Context: an optimization exercise on an open-source flow, tuned for small area and few clock cycles per item. The choices shown serve that exercise and are no tape-out recipe. Only simulation tests tie the RTL to the original design; equivalence was not proved.

==> flow/design.v, too long to show whole: its modules and the start of the top module <==
// module escc_sum_q: 174 lines
// module escc_sum_r: 79 lines
// module escc_sum_q4: 33 lines
// module escc_sum_days: 144 lines
// module escc_sum_sod: 79 lines
// module escc_sum_r4: 86 lines
// module escc_sum_hh: 19 lines
// module escc_sum_rs: 45 lines
// module escc_sum_tot: 197 lines
// module escc_sum_min: 41 lines
// module escc_dpath: 183 lines
// module epoch_seconds_calendar_converter: 57 lines
module epoch_seconds_calendar_converter (
  input  logic        clk,
  input  logic        rst_n,
  input  logic        in_valid,
  output logic        in_ready,
  input  logic        in_op,
  input  logic [31:0] in_epoch_seconds,
  input  logic [7:0]  in_year,
  input  logic [3:0]  in_month,
  input  logic [4:0]  in_day,
  input  logic [4:0]  in_hour,
  input  logic [5:0]  in_minute,
  input  logic [5:0]  in_second,
  output logic        out_valid,
  input  logic        out_ready,
  output logic [31:0] res_seconds,
  output logic [7:0]  res_year,
  output logic [3:0]  res_month,
  output logic [4:0]  res_day,
  output logic [4:0]  res_hour,
  output logic [5:0]  res_minute,
  output logic [5:0]  res_second,
  output logic [1:0]  status
);
  // ...
==> flow/flow/run.sh <==
#!/bin/bash
# The standard layout (bash standard.sh) with two changes:
#  - synthesis skips the ABC pass inside Yosys's generic synth script (SYNTH_ARGS=-noabc),
#    so the full adders that extract_fa finds keep the polarity the RTL gives them
#    (the final technology mapping by ABC still runs);
#  - the port buffers that global placement inserts are sky130_fd_sc_hd__buf_1.
# Each step's full output goes to its own log file here; ORFS keeps its per-step logs
# under orfs/logs/.
set -euo pipefail
export BUFFER_PORTS_ARGS="-buffer_cell sky130_fd_sc_hd__buf_1"
bash standard.sh "SYNTH_ARGS=-noabc" synth > synth.log 2>&1
bash standard.sh "SYNTH_ARGS=-noabc" "BUFFER_PORTS_ARGS=$BUFFER_PORTS_ARGS" finish > layout.log 2>&1
==> flow/standard.sh <==
#!/bin/bash
# synth_recipe.tcl (not shown) runs the flow's synth.tcl, then flattens the netlist and writes it again
# the make line also repeats each setting of config.mk as NAME=value (left out here)
make -C /OpenROAD-flow-scripts/flow DESIGN_CONFIG=/design/flow/config.mk WORK_HOME=/design/flow/orfs CLKGATE_MAP_FILE= SYNTH_SCRIPT=/design/flow/synth_recipe.tcl "${@:-finish}"
==> flow/config.mk <==
export PLATFORM = sky130hd
export DESIGN_NAME = epoch_seconds_calendar_converter
export DESIGN_NICKNAME = epoch_seconds_calendar_converter
export VERILOG_FILES = /design/flow/design.v
export SDC_FILE = /design/flow/constraint.sdc
export NUM_CORES = 4
export LEC_CHECK = 0
export CAP_MARGIN = 20
export CORE_MARGIN = 2
export CORE_UTILIZATION = 40
export CTS_BUF_LIST = sky130_fd_sc_hd__clkbuf_8
export SLEW_MARGIN = 20
==> flow/constraint.sdc <==
create_clock -name core_clock -period 8.0 [get_ports {clk}]
set_input_delay 1.6000 -clock core_clock [delete_from_list [all_inputs] [get_ports {clk}]]
set_output_delay 1.6000 -clock core_clock [all_outputs]
set_load 0.01 [all_outputs]
==> flow_summary.ini, run 1 <==
[global_routing]
grt_usage_pct = 17.0

[layout]
design_area_um2 = 17700
n_all_inverters = 263
largest_cell_class = multi-input gates
drive_gt1_share_pct = 6.01
clk_share_pct = 2.23
top_register = u_dp.r2
largest_registers = u_dp.r2 (37), u_dp.r3 (35), u_dp.r1 (34)

[sta]
period_needed_ps = 7440
rsz0062_at_grt = false
relSlewSlack_pct = 37.5
fin_hold_ws_ps = 483
worst_pin_slew_ps = 934
hold_viol_final = 0

[place]
dp_hpwl_um = 27800
dp_cells = 2089

[yosys]
synth_cell_types = 62
synth_area_leaders = fa_1 37%, edfxtp_1 20%, ha_1 11%
ys_warn_count = 2
synth_fa_ha_area_share_pct = 48.5
synth_compound_gate_area_share_pct = 6.97
yosys_most_used_dff = edfxtp_1
synth-simple-area-share_pct = 8.08

[worst_setup_path]
regToRegSetupSlack_ps = 650
worstSetupStartpoint = in_epoch_seconds[30]
critPathLaunchType = primary input
critPathBufInv = 4

[run_status]
status = finished clean

[drt]
top_layer = met4
drt.antenna.violating_nets = 0

[clocking]
cts_max_level = 4
post_cts_resized = 0
Testbench counts, summed over its fixed seeds: cycles 3,224, items 3,200.
==> module escc_sum_days, before the edit <==
module escc_sum_days (
  input  logic [7:0] y,
  input  logic [8:0] cum,
  input  logic [4:0] dm1,
  input  logic [0:0] c0,
  input  logic [0:0] c1,
  output logic [15:0] s
);
  wire w1 = y[0] ^ y[2] ^ cum[0];
  wire w2 = (y[0] & y[2]) | (y[0] & cum[0]) | (y[2] & cum[0]);
  wire w3 = dm1[0] ^ c0[0] ^ c1[0];
  wire w4 = (dm1[0] & c0[0]) | (dm1[0] & c1[0]) | (c0[0] & c1[0]);
  wire w5 = y[1] ^ y[3] ^ cum[1];
  wire w6 = (y[1] & y[3]) | (y[1] & cum[1]) | (y[3] & cum[1]);
  wire w7 = dm1[1] ^ w2 ^ w4;
  wire w8 = (dm1[1] & w2) | (dm1[1] & w4) | (w2 & w4);
  wire w9 = y[2] ^ y[0] ^ y[4];
  wire w10 = (y[2] & y[0]) | (y[2] & y[4]) | (y[0] & y[4]);
  wire w11 = cum[2] ^ dm1[2] ^ w6;
  wire w12 = (cum[2] & dm1[2]) | (cum[2] & w6) | (dm1[2] & w6);
  wire w13 = w9 ^ w8 ^ w11;
  wire w14 = (w9 & w8) | (w9 & w11) | (w8 & w11);
  wire w15 = y[3] ^ y[1] ^ y[0];
  wire w16 = (y[3] & y[1]) | (y[3] & y[0]) | (y[1] & y[0]);
  wire w17 = y[5] ^ cum[3] ^ dm1[3];
  wire w18 = (y[5] & cum[3]) | (y[5] & dm1[3]) | (cum[3] & dm1[3]);
  wire w19 = w10 ^ w15 ^ w17;
  wire w20 = (w10 & w15) | (w10 & w17) | (w15 & w17);
  wire w21 = w12 ^ w19 ^ w14;
  wire w22 = (w12 & w19) | (w12 & w14) | (w19 & w14);
  wire w23 = y[4] ^ y[2] ^ y[1];
  wire w24 = (y[4] & y[2]) | (y[4] & y[1]) | (y[2] & y[1]);
  wire w25 = y[6] ^ cum[4] ^ dm1[4];
  wire w26 = (y[6] & cum[4]) | (y[6] & dm1[4]) | (cum[4] & dm1[4]);
  wire w27 = w16 ^ w18 ^ w23;
  wire w28 = (w16 & w18) | (w16 & w23) | (w18 & w23);
  wire w29 = w25 ^ w20 ^ w27;
  wire w30 = (w25 & w20) | (w25 & w27) | (w20 & w27);
  wire w31 = y[5] ^ y[3] ^ y[2];
  wire w32 = (y[5] & y[3]) | (y[5] & y[2]) | (y[3] & y[2]);
  wire w33 = y[0] ^ y[7] ^ cum[5];
  wire w34 = (y[0] & y[7]) | (y[0] & cum[5]) | (y[7] & cum[5]);
  wire w35 = w24 ^ w26 ^ w31;
  wire w36 = (w24 & w26) | (w24 & w31) | (w26 & w31);
  wire w37 = w33 ^ w28 ^ w35;
  wire w38 = (w33 & w28) | (w33 & w35) | (w28 & w35);
  wire w39 = y[6] ^ y[4] ^ y[3];
  wire w40 = (y[6] & y[4]) | (y[6] & y[3]) | (y[4] & y[3]);
  wire w41 = y[1] ^ y[0] ^ cum[6];
  wire w42 = (y[1] & y[0]) | (y[1] & cum[6]) | (y[0] & cum[6]);
  wire w43 = w32 ^ w34 ^ w39;
  wire w44 = (w32 & w34) | (w32 & w39) | (w34 & w39);
  wire w45 = w41 ^ w36 ^ w43;
  wire w46 = (w41 & w36) | (w41 & w43) | (w36 & w43);
  wire w47 = y[7] ^ y[5] ^ y[4];
  wire w48 = (y[7] & y[5]) | (y[7] & y[4]) | (y[5] & y[4]);
  wire w49 = y[2] ^ y[1] ^ cum[7];
  wire w50 = (y[2] & y[1]) | (y[2] & cum[7]) | (y[1] & cum[7]);
  wire w51 = w40 ^ w42 ^ w47;
  wire w52 = (w40 & w42) | (w40 & w47) | (w42 & w47);
  wire w53 = w49 ^ w44 ^ w51;
  wire w54 = (w49 & w44) | (w49 & w51) | (w44 & w51);
  wire w55 = y[6] ^ y[5] ^ y[3];
  wire w56 = (y[6] & y[5]) | (y[6] & y[3]) | (y[5] & y[3]);
  wire w57 = y[2] ^ y[0] ^ cum[8];
  wire w58 = (y[2] & y[0]) | (y[2] & cum[8]) | (y[0] & cum[8]);
  wire w59 = w48 ^ w50 ^ w55;
  wire w60 = (w48 & w50) | (w48 & w55) | (w50 & w55);
  wire w61 = w57 ^ w52 ^ w59;
  wire w62 = (w57 & w52) | (w57 & w59) | (w52 & w59);
  wire w63 = y[7] ^ y[6] ^ y[4];
  wire w64 = (y[7] & y[6]) | (y[7] & y[4]) | (y[6] & y[4]);
  wire w65 = y[3] ^ y[1] ^ w56;
  wire w66 = (y[3] & y[1]) | (y[3] & w56) | (y[1] & w56);
  wire w67 = w58 ^ w63 ^ w60;
  wire w68 = (w58 & w63) | (w58 & w60) | (w63 & w60);
  wire w69 = w65 ^ w62 ^ w67;
  wire w70 = (w65 & w62) | (w65 & w67) | (w62 & w67);
  wire w71 = y[7] ^ y[5] ^ y[4];
  wire w72 = (y[7] & y[5]) | (y[7] & y[4]) | (y[5] & y[4]);
  wire w73 = y[2] ^ w64 ^ w71;
  wire w74 = (y[2] & w64) | (y[2] & w71) | (w64 & w71);
  wire w75 = w66 ^ w73 ^ w68;
  wire w76 = (w66 & w73) | (w66 & w68) | (w73 & w68);
  wire w77 = y[6] ^ y[5] ^ y[3];
  wire w78 = (y[6] & y[5]) | (y[6] & y[3]) | (y[5] & y[3]);
  wire w79 = w72 ^ w77 ^ w74;
  wire w80 = (w72 & w77) | (w72 & w74) | (w77 & w74);
  wire w81 = y[7] ^ y[6] ^ y[4];
  wire w82 = (y[7] & y[6]) | (y[7] & y[4]) | (y[6] & y[4]);
  wire w83 = w78 ^ w81 ^ w80;
  wire w84 = (w78 & w81) | (w78 & w80) | (w81 & w80);
  wire w85 = y[7] ^ y[5] ^ w82;
  wire w86 = (y[7] & y[5]) | (y[7] & w82) | (y[5] & w82);
  wire w87 = w1 ^ w3;
  wire w88 = w1 & w3;
  wire w89 = w5 ^ w7 ^ w88;
  wire w90 = (w5 & w7) | (w5 & w88) | (w7 & w88);
  wire w91 = w13 ^ w90;
  wire w92 = w13 & w90;
  wire w93 = w21 ^ w92;
  wire w94 = w21 & w92;
  wire w95 = w22 ^ w29 ^ w94;
  wire w96 = (w22 & w29) | (w22 & w94) | (w29 & w94);
  wire w97 = w30 ^ w37 ^ w96;
  wire w98 = (w30 & w37) | (w30 & w96) | (w37 & w96);
  wire w99 = w38 ^ w45 ^ w98;
  wire w100 = (w38 & w45) | (w38 & w98) | (w45 & w98);
  wire w101 = w46 ^ w53 ^ w100;
  wire w102 = (w46 & w53) | (w46 & w100) | (w53 & w100);
  wire w103 = w54 ^ w61 ^ w102;
  wire w104 = (w54 & w61) | (w54 & w102) | (w61 & w102);
  wire w105 = w69 ^ w104;
  wire w106 = w69 & w104;
  wire w107 = w70 ^ w75;
  wire w108 = w70 & w75;
  wire w109 = w76 ^ w79 ^ w108;
  wire w110 = (w76 & w79) | (w76 & w108) | (w79 & w108);
  wire w111 = w83 ^ w110;
  wire w112 = w83 & w110;
  wire w113 = w84 ^ w85 ^ w112;
  wire w114 = (w84 & w85) | (w84 & w112) | (w85 & w112);
  wire w115 = y[6] ^ w86 ^ w114;
  wire w116 = (y[6] & w86) | (y[6] & w114) | (w86 & w114);
  wire w117 = y[7] ^ w116;
  wire w118 = w70 ^ w75 ^ 1'b1;
  wire w119 = (w70 & w75) | (w70 & 1'b1) | (w75 & 1'b1);
  wire w120 = w76 ^ w79 ^ w119;
  wire w121 = (w76 & w79) | (w76 & w119) | (w79 & w119);
  wire w122 = w83 ^ w121;
  wire w123 = w83 & w121;
  wire w124 = w84 ^ w85 ^ w123;
  wire w125 = (w84 & w85) | (w84 & w123) | (w85 & w123);
  wire w126 = y[6] ^ w86 ^ w125;
  wire w127 = (y[6] & w86) | (y[6] & w125) | (w86 & w125);
  wire w128 = y[7] ^ w127;
  wire w129 = (w118 & w106) | (w107 & ~w106);
  wire w130 = (w120 & w106) | (w109 & ~w106);
  wire w131 = (w122 & w106) | (w111 & ~w106);
  wire w132 = (w124 & w106) | (w113 & ~w106);
  wire w133 = (w126 & w106) | (w115 & ~w106);
  wire w134 = (w128 & w106) | (w117 & ~w106);
  assign s = {w134, w133, w132, w131, w130, w129, w105, w103, w101, w99, w97, w95, w93, w91, w89, w87};
endmodule
==> inputs of run 2 (changes only) <==
--- a/flow/design.v
+++ b/flow/design.v
@@ -431,33 +431,24 @@
   wire w105 = w69 ^ w104;
   wire w106 = w69 & w104;
-  wire w107 = w70 ^ w75;
-  wire w108 = w70 & w75;
+  wire w107 = w70 ^ w75 ^ w106;
+  wire w108 = (w70 & w75) | (w70 & w106) | (w75 & w106);
   wire w109 = w76 ^ w79 ^ w108;
   wire w110 = (w76 & w79) | (w76 & w108) | (w79 & w108);
   wire w111 = w83 ^ w110;
   wire w112 = w83 & w110;
-  wire w113 = w84 ^ w85 ^ w112;
-  wire w114 = (w84 & w85) | (w84 & w112) | (w85 & w112);
+  wire w113 = w84 ^ w85;
+  wire w114 = w84 & w85;
   wire w115 = y[6] ^ w86 ^ w114;
   wire w116 = (y[6] & w86) | (y[6] & w114) | (w86 & w114);
   wire w117 = y[7] ^ w116;
-  wire w118 = w70 ^ w75 ^ 1'b1;
-  wire w119 = (w70 & w75) | (w70 & 1'b1) | (w75 & 1'b1);
-  wire w120 = w76 ^ w79 ^ w119;
-  wire w121 = (w76 & w79) | (w76 & w119) | (w79 & w119);
-  wire w122 = w83 ^ w121;
-  wire w123 = w83 & w121;
-  wire w124 = w84 ^ w85 ^ w123;
-  wire w125 = (w84 & w85) | (w84 & w123) | (w85 & w123);
-  wire w126 = y[6] ^ w86 ^ w125;
-  wire w127 = (y[6] & w86) | (y[6] & w125) | (w86 & w125);
-  wire w128 = y[7] ^ w127;
-  wire w129 = (w118 & w106) | (w107 & ~w106);
-  wire w130 = (w120 & w106) | (w109 & ~w106);
-  wire w131 = (w122 & w106) | (w111 & ~w106);
-  wire w132 = (w124 & w106) | (w113 & ~w106);
-  wire w133 = (w126 & w106) | (w115 & ~w106);
-  wire w134 = (w128 & w106) | (w117 & ~w106);
-  assign s = {w134, w133, w132, w131, w130, w129, w105, w103, w101, w99, w97, w95, w93, w91, w89, w87};
+  wire w118 = w84 ^ w85 ^ 1'b1;
+  wire w119 = (w84 & w85) | (w84 & 1'b1) | (w85 & 1'b1);
+  wire w120 = y[6] ^ w86 ^ w119;
+  wire w121 = (y[6] & w86) | (y[6] & w119) | (w86 & w119);
+  wire w122 = y[7] ^ w121;
+  wire w123 = (w118 & w112) | (w113 & ~w112);
+  wire w124 = (w120 & w112) | (w115 & ~w112);
+  wire w125 = (w122 & w112) | (w117 & ~w112);
+  assign s = {w125, w124, w123, w111, w109, w107, w105, w103, w101, w99, w97, w95, w93, w91, w89, w87};
 endmodule
 module escc_sum_sod (
--- a/flow/config.mk
+++ b/flow/config.mk
@@ -10,3 +10,5 @@
 export CORE_UTILIZATION = 40
 export CTS_BUF_LIST = sky130_fd_sc_hd__clkbuf_8
+export CTS_CLUSTER_DIAMETER = 100
+export CTS_CLUSTER_SIZE = 30
 export SLEW_MARGIN = 20
==> run 2 against run 1 <==
Effect of this change:
- maximum frequency shrank 1.6%
- clock skew barely moved
- core utilization about the same
- sequential cell count is the same
- via count is 1.5% lower
- register-to-register slack worse by 100 ps
- global-route usage hardly changed
==> flow_summary.ini, run 2 <==
[run_status]
status = finished clean

[global_routing]
grt_pass1_vias = 11411
overflow = 0
grt_usage_pct = 17.0
antenna_found_initial = 0
grt_pass1_wl_um = 56100
grt_max_degree = 75

[clocking]
cts_setup_buffers = 0
clkSinkCount = 113
path_clk_slew_ps = 90
clk_latency_ps = 460
cts_tree = done
holdBufCountCts = 0
cts_buffers = 17
clockBufferDepth = 2
cts_root_buffer = clkbuf_8
cts_max_level = 4
post_cts_resized = 0

[floorplanning]
num_rows = 73
io_pins = 141
die_h_um = 204
start_util_pct = 40.4
die_w_um = 204
dieArea_um2 = 41800
core_um2 = 39700

[layout]
final_nets = 2083
area_growth_pct = 9.87
design_area_um2 = 17700
fin_cells = 2107
largest_registers = u_dp.r2 (37), u_dp.r3 (35), u_dp.r1 (34)
drive_gt1_share_pct = 6.57
top_register = u_dp.r2
fill_cells = 3789
final_util_pct = 44.4
largest_register_ffs = 37
final_cell_mix = 297 x fa_1, 263 x inv_1, 146 x ha_1
diodes = 0
final_common_cell = fa_1

[yosys]
mappedNetlistArea_um2 = 16100
syn_area_per_cell_um2 = 11.3
synth_cell_types = 68
synth_nets = 1939
yosys_most_used_dff = edfxtp_1
yosys.area.top_type = fa_1
ys_async_sr_fraction_pct = 0
yosysTopAreaCellShare_pct = 37.0
synthCells = 1425
synthTopCellsByCount = 297 x fa_1, 263 x inv_1, 146 x ha_1
ys_seq_area_share_pct = 20.9
synth_area_leaders = fa_1 37%, edfxtp_1 21%, ha_1 11%
synth_seq_cells = 113
synth_edf_count = 110
ys_warn_count = 2
yosysMostFrequentCell = fa_1

[sta]
hold_viol_final = 0
finalSetupViolCount = 0
fmax_ghz = 0.132
setup_tns_ps = 0
relSlewSlack_pct = 37.8
drv_slew = 0
setup_ws_ps = 431
period_needed_ps = 7570
worst_pin_slew_ps = 930
rsz0062_at_grt = false
skew_ps = 19.4
post-route-period-util_pct = 94.6

[drt]
route.detailed.drc = 0
wirelength_um = 32700
vias = 10154
wl_per_cell_um = 15.5
drt_iter0_drc = 456
drt.antenna.violating_nets = 0
vias_per_cell = 4.82
first_pass_iters = 4

[worst_setup_path]
crit_arrival_ps = 7900
critPathLaunchType = primary input
critPathCaptureType = flip-flop
worstPathRequired_ps = 8330
reg2regPathDepth = 24
regToRegSetupSlack_ps = 550
worst-setup-path-type = in2reg
worstPathMaxFanout = 9

[run]
maxCapViolCount = 0

[place]
place_area_um2 = 17200
dp_hpwl_um = 27700
dp_cells = 2074
portBuffers = 140
place.gp.congestion = 0.894
place_ws_ps = -30.3

[worst_hold_path]
hold_class = reg2reg
whs_path_depth = 2
-- run 2: changes by cell type in the layout (fill, tap and decap cells not counted), moves of 3 or more --
cell,delta
nor2_1,-11
nand2_1,-5
a21oi_1,-4
and2b_2,-4
buf_4,+4
nand2b_1,+4
a31oi_1,-3
clkinv_2,+3
clkinv_4,-3
nor2b_1,+3
o211ai_1,+3
-- run 2: critical path, cell delays in order --
cell and delay [ps]:
buf_1 190, inv_1 100, fa_1 490, inv_1 50
fa_1 390, fa_1 440, fa_1 440, fa_1 430
fa_1 430, fa_1 550, ha_1 170, fa_1 180
ha_1 150, ha_1 150, ha_1 140, ha_1 130
inv_1 40, fa_1 370, fa_1 370, mux2i_1 170
xnor2_1 160, nor2b_1 550, a22o_1 210
-- run 2: kinds of logic (layout without fill, tap and decap cells) --
logic type / Yosys count / in the layout / share of synthesized area (%)
AO/OA/AOI/OAI: 176 / 176 / 7.00
XOR/XNOR: 75 / 75 / 4.31
adder cells (fa/ha/maj): 444 / 444 / 48.4
buffers and inverters: 298 / 455 / 7.07
flip-flops: 113 / 113 / 20.9
multiplexers: 66 / 66 / 4.38
AND/OR/NAND/NOR: 253 / 253 / 7.86
-- run 2: final timing paths --
kind	start	to
worst max register to register	u_dp.r1[22]$_DFFE_PP_	u_dp.r2[32]$_DFFE_PP_
worst max-delay path	in_epoch_seconds[30]	u_dp.r1[18]$_DFFE_PP_
worst min-delay path	valid_r[1]$_SDFFE_PN0P_	valid_r[2]$_SDFFE_PN0P_
worst min register to register	valid_r[1]$_SDFFE_PN0P_	valid_r[2]$_SDFFE_PN0P_
-- run 2: through the flow --
step / hold WS [ps]
final: 466
after global routing: 498
after CTS: 472
after detailed placement: 465
after global placement: 446
after floorplan: 424
-- run 2: final cells by class --
| cell class | count | area [um^2] | share of cell area (%) |
|---|---|---|---|
| repair buffers | 159 | 677 | 3.83 |
| inverters | 264 | 991 | 5.61 |
| well taps | 525 | 657 | 3.72 |
| multi-input cells | 1014 | 11600 | 65.6 |
| clock inverters | 15 | 155 | 0.879 |
| flip-flops and latches | 113 | 3360 | 19.1 |
| clock buffers | 17 | 234 | 1.33 |
-- run 2: metal layers --
| metal | share of wire [%] | track usage (%) | vias up |
|---|---|---|---|
| li1 | - | - | 4879 |
| met1 | 43 | 21.2 | 5073 |
| met2 | 52 | 31.2 | 178 |
| met3 | 3.5 | 2.46 | 24 |
| met4 | 1.1 | 3.60 | 0 |
| met5 | 0 | 0 | - |
Testbench counts of run 2, summed over its fixed seeds: cycles 3,224, items 3,200.
==> inputs of run 3 (changes only) <==
==> flow/flow/run.sh (replaced) <==
#!/bin/bash
# The standard layout (bash standard.sh) with these changes:
#  - synthesis skips the ABC pass inside Yosys's generic synth script (SYNTH_ARGS=-noabc),
#    so the full adders that extract_fa finds keep the polarity the RTL gives them
#    (the final technology mapping by ABC still runs);
#  - the port buffers that global placement inserts are sky130_fd_sc_hd__buf_1;
#  - clock tree synthesis uses sky130_fd_sc_hd__clkbuf_8 and adds no dummy loads.
# Each step's full output goes to its own log file here; ORFS keeps its per-step logs
# under orfs/logs/.
set -euo pipefail
export BUFFER_PORTS_ARGS="-buffer_cell sky130_fd_sc_hd__buf_1"
export CTS_ARGS="-sink_clustering_enable -repair_clock_nets -buf_list sky130_fd_sc_hd__clkbuf_8 -dont_use_dummy_load"
bash standard.sh "SYNTH_ARGS=-noabc" synth > synth.log 2>&1
bash standard.sh "SYNTH_ARGS=-noabc" "BUFFER_PORTS_ARGS=$BUFFER_PORTS_ARGS" "CTS_ARGS=$CTS_ARGS" \
  finish > layout.log 2>&1
--- a/flow/config.mk
+++ b/flow/config.mk
@@ -10,5 +10,3 @@
 export CORE_UTILIZATION = 40
 export CTS_BUF_LIST = sky130_fd_sc_hd__clkbuf_8
-export CTS_CLUSTER_DIAMETER = 100
-export CTS_CLUSTER_SIZE = 30
 export SLEW_MARGIN = 20
==> run 3 against run 2 <==
Effect of this change:
- register-to-register slack about the same
- worst setup slack lost 19 ps
- count of clock-buffer cells in the layout is the same
- via count fell by 0.23%
- sequential cell count unchanged
- first-iteration DRC count shrank 0.66%
- clock skew is 5.7 ps higher
==> flow_summary.ini, run 3 <==
[global_routing]
antenna_found_initial = 0
overflow = 0
grt_pass1_vias = 11373
grt_max_degree = 75
grt_usage_pct = 17.0
grt_pass1_wl_um = 55900

[yosys]
ys_warn_count = 2
yosysMostFrequentCell = fa_1
synth_nets = 1939
synth_area_leaders = fa_1 37%, edfxtp_1 21%, ha_1 11%
synth_edf_count = 110
synthTopCellsByCount = 297 x fa_1, 263 x inv_1, 146 x ha_1
yosys.area.top_type = fa_1
synth_cell_types = 68
yosysTopAreaCellShare_pct = 37.0
mappedNetlistArea_um2 = 16100
syn_area_per_cell_um2 = 11.3
yosys_most_used_dff = edfxtp_1
ys_seq_area_share_pct = 20.9
ys_async_sr_fraction_pct = 0
synthCells = 1425
synth_seq_cells = 113

[worst_setup_path]
reg2regPathDepth = 24
worst-setup-path-type = in2reg
r2r_start = u_dp.r1[22]$_DFFE_PP_
critPathCaptureType = flip-flop
crit_top_cell = fa_1
reg2reg_to = u_dp.r2[32]$_DFFE_PP_
worstPathMaxFanout = 9
regToRegSetupSlack_ps = 550
crit_arrival_ps = 7890
path_cells = buf_1 -> inv_1 -> fa_1 -> inv_1 -> fa_1 -> fa_1 -> fa_1 -> fa_1 -> fa_1 -> fa_1 -> ha_1 -> fa_1 -> ha_1 -> ha_1 -> ha_1 -> ha_1 -> inv_1 -> fa_1 -> fa_1 -> mux2i_1 -> xnor2_1 -> nor2b_1 -> a22o_1
worstPathRequired_ps = 8300
max_stage_delay_ps = 550
critPathLaunchType = primary input
cp_slowest_cell = fa_1

[sta]
skew_ps = 25.1
post-route-period-util_pct = 94.8
fmax_ghz = 0.132
setup_tns_ps = 0
worst_pin_slew_ps = 930
period_needed_ps = 7590
hold_viol_final = 0
setup_ws_ps = 412
relSlewSlack_pct = 37.8
finalSetupViolCount = 0
drv_slew = 0
rsz0062_at_grt = false

[clocking]
cts_buffers = 17
clkSinkCount = 113
holdBufCountCts = 0
cts_max_level = 4
cts_setup_buffers = 0
clk_latency_ps = 450
post_cts_resized = 0
cts_tree = done
path_clk_slew_ps = 70
cts_root_buffer = clkbuf_8
clockBufferDepth = 2

[worst_hold_path]
hold_path_end = valid_r[2]$_SDFFE_PN0P_
whs_path_depth = 2
worstHoldStart = valid_r[1]$_SDFFE_PN0P_
hold_class = reg2reg

[drt]
vias_per_cell = 4.84
drt.antenna.violating_nets = 0
drt_iter0_drc = 453
wirelength_um = 32500
first_pass_iters = 4
vias = 10131
wl_per_cell_um = 15.5
route.detailed.drc = 0

[layout]
area_growth_pct = 8.90
design_area_um2 = 17500
final_util_pct = 44.0
drive_gt1_share_pct = 5.74
largest_register_ffs = 37
final_common_cell = fa_1
final_cell_mix = 297 x fa_1, 263 x inv_1, 146 x ha_1
largest_registers = u_dp.r2 (37), u_dp.r3 (35), u_dp.r1 (34)
diodes = 0
fill_cells = 3810
top_register = u_dp.r2
final_nets = 2083

[place]
dp_hpwl_um = 27700
portBuffers = 140
place_ws_ps = -30.3
place.gp.congestion = 0.894
place_area_um2 = 17200

[floorplanning]
num_rows = 73
start_util_pct = 40.4
die_h_um = 204
dieArea_um2 = 41800
io_pins = 141
die_w_um = 204
core_um2 = 39700

[run_status]
status = finished clean

[run]
maxCapViolCount = 0
==> run 3: worst max-delay path: cells and delay by family <==
kind                       cells  cell delay (ps)
buffers and inverters          4              380
adders and majority gates     15             4820
and+or+nand+nor                1              540
xor gates and xnor gates       1              160
AOI/OAI and AO/OA              1              210
muxes                          1              170
==> run 3: worst max path at each step <==
stage                          from  cells past startpoint                    end
2_1_floorplan  in_epoch_seconds[26]                     23  u_dp.r1[18]$_DFFE_PP_
3_3_place_gp   in_epoch_seconds[30]                     23  u_dp.r1[23]$_DFFE_PP_
3_5_place_dp   in_epoch_seconds[30]                     23  u_dp.r1[21]$_DFFE_PP_
4_1_cts        in_epoch_seconds[30]                     23  u_dp.r1[18]$_DFFE_PP_
5_1_grt        in_epoch_seconds[30]                     23  u_dp.r1[24]$_DFFE_PP_
6_report       in_epoch_seconds[30]                     23  u_dp.r1[18]$_DFFE_PP_
==> run 3: final cells by class <==
type | instances | area, um^2 | area share [%]
Multi-Input combinational cell | 1014 | 11600 | 66.2
Clock buffer | 17 | 234 | 1.34
Inverter | 264 | 991 | 5.66
Timing Repair Buffer | 159 | 677 | 3.87
Tap cell | 525 | 657 | 3.75
Sequential cell | 113 | 3360 | 19.2
==> run 3: stage by stage <==
stage	cells	hold WS, ps
after floorplan	1425	424
after global placement	2074	446
after detailed placement	2074	465
after CTS	2091	469
after global routing	2092	495
final	2092	463
==> run 3: cells by family (layout without fill, tap and decap cells) <==
kind of cell / Yosys count / after routing / synth area share [%]
adder cells (fa/ha/maj): 444 / 444 / 48.4
AND/OR/NAND/NOR: 253 / 253 / 7.86
XOR/XNOR: 75 / 75 / 4.31
buffers and inverters: 298 / 440 / 7.07
multiplexers: 66 / 66 / 4.38
flip-flops: 113 / 113 / 20.9
AO/OA/AOI/OAI: 176 / 176 / 7.00
==> run 3: routing by layer <==
layer / vias up / GRT usage, % / wire length [um]
li1: 4859 / - / -
met4: 0 / 3.70 / 444
met2: 180 / 31.1 / 16900
met1: 5062 / 21.1 / 14000
met5: - / 0 / 0
met3: 30 / 2.52 / 1170

==> static timing again, ports no longer ideal <==
No port has a modelled driver above. Below, the same layouts with a new extraction and two added sets of constraints. Step 1 sets driving cells, clkbuf_16 on the clock port and buf_2 on the other inputs (assumed; they add their load-dependent delay and slew). Step 2 moves the port delays by t, midway between the first and last clock arrival at a register: inputs arrive t later, outputs are due t later. That takes back most of the time a late clock gives input paths. Slacks: ideal / step 1 / step 2; pairs: ideal / step 1.
| run | shift t [ns] | slack for setup (ns) | latest minus earliest clock arrival (ns) |
|---|---|---|---|
| run 1 | 0.502 | 0.555 / 0.579 / 0.077 | 0.020 / 0.020 |
| run 2 | 0.499 | 0.431 / 0.453 / -0.046 | 0.021 / 0.021 |
| run 3 | 0.477 | 0.412 / 0.430 / -0.046 | 0.031 / 0.031 |
Met with ideal ports but missed after step 2: setup timing in run 2 and run 3. For run 1, which loses most, drivers alone change the setup slack by +0.024 ns; drivers and shift together by -0.478 ns.
